Context: an optimization exercise on an open-source flow, tuned for small area, a short achievable clock period and few clock cycles. The choices shown serve that exercise and are no tape-out recipe.
Function was checked by simulation only, so behaviour that the tests miss may differ from the original.
Power figures rest on the tool's default switching activity, not on a simulated workload.

## flow/design.v (module list and top-level ports; edited modules follow where they fit)
// module multi_filter_processing_element: 284 lines
// module mfpe_dot: 6104 lines
module multi_filter_processing_element #(
    parameter int DATA_WIDTH      = 16,
    parameter int PSUM_WIDTH      = 32,
    parameter int IFMAP_DEPTH     = 32,
    parameter int MAX_FILTER_SIZE = 8,
    parameter int NUM_FILTERS     = 4,
    parameter int STRIDE_WIDTH    = 3
) (
    input  logic                               clk,
    input  logic                               rst,
    input  logic                               start,
    input  logic [STRIDE_WIDTH-1:0]            stride_in,
    input  logic [$clog2(MAX_FILTER_SIZE):0]   filter_size_in,
    input  logic [$clog2(IFMAP_DEPTH):0]       ifmap_size_in,
    input  logic [$clog2(NUM_FILTERS):0]       num_filters_in,
    output logic                               ready,
    output logic                               done,
    output logic                               cfg_err,
    input  logic [DATA_WIDTH-1:0]              filter_data,
    input  logic                               filter_valid,
    output logic                               filter_ren,
    input  logic [DATA_WIDTH-1:0]              ifmap_data,
    input  logic                               ifmap_valid,
    output logic                               ifmap_ren,
    input  logic [PSUM_WIDTH-1:0]              psum_in_data,
    input  logic                               psum_in_valid,
    output logic                               psum_in_ren,
    output logic [PSUM_WIDTH-1:0]              psum_out_data,
    output logic                               psum_out_valid,
    input  logic                               psum_out_ready
);
  // ...
==> flow/run.sh <==
#!/bin/bash
# synth_recipe.tcl (not shown) runs the flow's synth.tcl, then flattens the netlist and writes it again
# the make line also repeats each setting of config.mk as NAME=value (left out here)
make -C /OpenROAD-flow-scripts/flow DESIGN_CONFIG=/design/flow/config.mk WORK_HOME=/design/flow/orfs CLKGATE_MAP_FILE= SYNTH_SCRIPT=/design/flow/synth_recipe.tcl finish
==> flow/config.mk <==
export PLATFORM = sky130hd
export DESIGN_NAME = multi_filter_processing_element
export DESIGN_NICKNAME = multi_filter_processing_element
export VERILOG_FILES = /design/flow/design.v
export SDC_FILE = /design/flow/constraint.sdc
export NUM_CORES = 4
export LEC_CHECK = 0
export CAP_MARGIN = 20
export CORE_MARGIN = 2
export CORE_UTILIZATION = 40
export SLEW_MARGIN = 20
==> flow/constraint.sdc <==
create_clock -name core_clock -period 10.0 [get_ports {clk}]
set_input_delay 2.0000 -clock core_clock [delete_from_list [all_inputs] [get_ports {clk}]]
set_output_delay 2.0000 -clock core_clock [all_outputs]
set_load 0.01 [all_outputs]
==> metrics.cfg, run 1 <==
[global_routing]
grt_max_degree=99
met1_usage_pct=30.6

[power]
pg_comb_mw=15.3
combPwrFrac_pct=55.1
swShare_pct=42.5
p_per_area_nw_per_um2=324
power.group.top=combinational cells
power.share.sequential_pct=27.6

[synthesis]
synth_nets=6752
synth_edf_count=1189
synth_xor_area_share_pct=0.906
synthFlopType=edfxtp_1
async_flop_share_pct=0
ys_ff_latch=1218
synth-seq-area-share_pct=47.5
synth_most_common_cell=edfxtp_1

[sta]
drv_slew=0
tns_ns=0

[finish]
n_fill_cell=17011
final_cell_mix=edfxtp_1, inv_1, fa_1
antenna_cells=9
ff_latch_area_sq_um=36300
fin_cells=8379
syn2layout_area_growth_pct=11.7

[die]
core_area_sq_um=190000
die_area_sq_um=195000

[routing]
wl_per_cell_um=25.4
antenna_left=0
routedLengthMet1_mm=88.9
wl_met3_mm=19.3
first_iter_violations=4120

[hold_path]
hold_path_depth=0
hold_start=r_b[2][0]$_DFFE_PP_

[cts]
h-tree-depth=4
holdBufCountCts=0
post_cts_resized=0

[critical_path]
reg2reg_setup_slack_ns=4.54
reg2reg_depth=11
r2r_start=r_opb[24]$_DFFE_PN_
start_kind=primary input

[outcome]
status=complete, no violations

[place]
dpl.hpwl_mm=145

Testbench counts, summed over its fixed seeds: cycles 7,223.
==> run 2, diff against run 1 <==
--- a/flow/config.mk
+++ b/flow/config.mk
@@ -10,2 +10,3 @@
 export CORE_UTILIZATION = 40
+export SETUP_SLACK_MARGIN = 5
 export SLEW_MARGIN = 20
==> run 2 against run 1 <==
Effect of this change: fmax rose by 13%; first-iteration DRC count rose by 13%; register-to-register slack improved by 0.55 ns; die area did not move; synthesized cell count did not move; critical path depth rose by 2; worst hold slack got worse by 0.0067 ns; total power rose by 0.23%; setup slack improved by 0.65 ns; non-clock buffer count rose by 136; cell count rose by 1.7%; critical endpoint is now u_dot.r_t[67]$_DFFE_PN_; highest routed layer unchanged.
==> metrics.cfg, run 2 <==
[outcome]
status=complete, no violations

[routing]
vias=44614
antenna_left=0  ; unchanged
first_iter_violations=4670  ; +13%
wl_per_cell_um=25.4  ; about the same
firstDrtPassIters=7
vias_per_cell=5.23
wl_mm=216
drc=0

[cts]
clk_latency_ns=0.83
cts_root_buf=clkbuf_16
cts.clk_slew.worst_paths_ns=0.06
h-tree-depth=4  ; unchanged
cts_tree=built
numCtsBuffers=134
cts_buffer_depth=3
clock_sinks=1218

[hold_path]
holdPathEnd=r_b[5][0]$_DFFE_PP_
hold_path_depth=0  ; unchanged
hold_start=r_b[6][0]$_DFFE_PP_
hold_class=reg2reg

[power]
p_leak_nw=34.3
peakVddDrop_uv=360
p_switching_mw=11.8
power.share.sequential_pct=27.2  ; -0.4 points
combPwrFrac_pct=55.4  ; +0.3 points
swShare_pct=42.6  ; +0.13 points
p_clk_share_pct=17.3
power.internal_mw=15.9
p_per_area_nw_per_um2=320  ; -1.3%
power.total_mw=27.8

[synthesis]
yosys.area.top_type=edfxtp_1
synth_cell_types=73
synth_most_common_cell=edfxtp_1
synth_common_cells=edfxtp_1, inv_1, fa_1
syn-mean-instance-area_sq_um=13.7
ys_ff_latch=1218  ; unchanged
synth_compound_area_share_pct=1.58
synthFlopType=edfxtp_1
synth_edf_count=1189  ; unchanged
synth-seq-area-share_pct=47.5  ; unchanged
synth_cells=5582
synth_mux_area_share_pct=6.62
async_flop_share_pct=0  ; unchanged
synth_adder_area_share_pct=27.5
synth_top_area_share_pct=46.7
synth_top_family_by_area=adder cells
synth.top_cells.by_area=edfxtp_1, fa_1, and2_1
synth_xor_area_share_pct=0.906  ; unchanged
synth_simple_gate_area_share_pct=9.57
ys.warnings.count=4
synth_area_sq_um=76400
synth_nets=6752  ; unchanged

[finish]
multiInputGateArea_sq_um=35300
syn2layout_area_growth_pct=13.5
ff_latch_area_sq_um=36300  ; unchanged
largest_reg_flops=512
fin_util_pct=45.6
nets=7069
final_cell_mix=edfxtp_1, inv_1, fa_1
final_common_cell=edfxtp_1
fin_cells=8523  ; +1.7%
drive_above_1_share_pct=13.0
n_fill_cell=16810  ; -1.2%

[sta]
final-setup-viol-count=0
slew-limit-headroom_pct=30.1
period_share_pct=49.1
tns_ns=0  ; unchanged
hold_viol_final=0
fin_ws_ns=5.09
clock_skew_ns=0.0714
rsz0062_at_grt=no
fmax_ghz=0.204
period_minus_slack_ns=4.91
drv_slew=0  ; unchanged
worstMarginPinSlew_ns=1.05

[die]
core_area_sq_um=190000  ; unchanged
initial_core_util_pct=40.2
rows=160
die_area_sq_um=195000  ; unchanged
die_y_um=441
ios=126
dieWidth_um=441

[global_routing]
first_global_vias=47022
antenna_found_initial=23
grt_max_degree=130  ; +31%
track_usage_pct=22.8
grt_overflow_total=0
grt_first_pass_wirelength_mm=319

[place]
gp_congestion=0.987
dpl.hpwl_mm=146  ; +0.46%
dp.cells=8159
port_buffers=125
pre_cts_ws_ns=4.02

[critical_path]
reg2reg_setup_slack_ns=5.09  ; +0.55 ns
crit_required_ns=10.48
r2r_start=r_opa[25]$_DFFE_PN_
endpoint_kind=flop
cp-startpoint=r_opa[25]$_DFFE_PN_
critPathArrivalTime_ns=5.39
critPathMaxFanout=16
path_class=reg2reg
reg2reg_depth=12  ; +1
r2r_end=u_dot.r_t[67]$_DFFE_PN_
start_kind=flop

[flow_run]
drv_cap=0

==> run 2: how the worst max path moves through the flow <==
stage	endpoint	slack, ns
2_1_floorplan	r_need[0]$_DFFE_PP_	2.14
3_3_place_gp	r_sn[3][15]$_SDFFCE_PN0P_	4.09
3_5_place_dp	r_sn[7][15]$_SDFFCE_PN0P_	4.02
4_1_cts	u_dot.r_t[63]$_DFFE_PN_	5.01
5_1_grt	u_dot.r_t[71]$_DFFE_PN_	5.00
6_report	u_dot.r_t[67]$_DFFE_PN_	5.09
==> run 2: power groups by stage <==
stage	Combinational (mW)	Sequential, mW	Clock [mW]
4_1_cts	15.1	7.56	4.93
3_3_place_gp	14.6	7.72	0
6_report	15.4	7.56	4.81
3_5_place_dp	15.0	7.73	0
5_1_grt	17.1	7.61	5.14
2_1_floorplan	9.98	7.62	0
==> run 2: routing by layer <==
metal  wire, um  GRT usage, %
met5         40             0
met4       9340          9.01
met3      22000          6.18
met2      95000          34.2
met1      89800          31.5
==> run 2: stage by stage <==
| stage | hold WS (ns) | area [sq um] |
|---|---|---|
| floorplan | 0.400 | 76400 |
| global placement | 0.407 | 81200 |
| detailed placement | 0.424 | 81200 |
| CTS | 0.420 | 86700 |
| global route | 0.428 | 86700 |
| finish | 0.409 | 86700 |
==> run 2: layout make-up <==
cell class / instances / share of cell area (%)
Tap cell: 2511 / 3.62
Inverter: 1074 / 4.66
Sequential cell: 1218 / 41.8
Multi-Input combinational cell: 3080 / 40.8
Clock inverter: 78 / 0.977
Clock buffer: 164 / 4.02
Antenna cell: 7 / 0.0202
Timing Repair Buffer: 391 / 4.10
==> run 2: worst max-delay path: stages (launching register included) <==
cell	delay [ns]
edfxtp_1	0.33
buf_4	0.34
nand2_1	0.14
fa_1	0.55
inv_1	0.06
fa_1	0.44
fa_1	0.54
inv_1	0.05
fa_1	0.52
fa_1	0.57
inv_1	0.05
fa_1	0.49
fa_1	0.48
==> run 2: what timing repair did <==
item / in CTS / in global routing
gates resized for setup: 4 / 19
pin swaps: 0 / 1
setup endpoints to repair: 78 / 111
hold buffers: 0 / 0
setup buffers: 113 / 2
==> run 2: cell families (layout without fill, tap and decap cells) <==
logic type	Yosys count	in the layout
other cells	0	7
buf+inv	1284	1707
simple gates	1410	1410
mux	325	325
xor+xnor	79	79
compound gates	183	183
flops	1218	1218
fa+ha+maj	1083	1083

-- port drivers added, routing unchanged --
In the flow no input, the clock included, has a driving cell. The finished layouts below were timed again as built, in two steps. Step 1, drivers: a clkbuf_16 drives clk and a buf_2 each remaining input, both assumed. Step 2 times the ports against the registers' clock, not the clock port: input delays grow and output delays shrink by t, the midpoint of the rising clock arrivals with the driver on. Slacks: ideal / step 1 / step 2; pairs: ideal / step 1.
run	t, ns	setup WS [ns]	clock arrival spread, ns
run 1	0.874	4.444 / 4.504 / 3.630	0.077 / 0.078
run 2	0.881	5.092 / 5.023 / 4.443	0.078 / 0.078
After both steps every run listed still meets setup and hold. For run 1, which loses most, drivers alone change the setup slack by +0.060 ns; drivers and shift together by -0.814 ns.
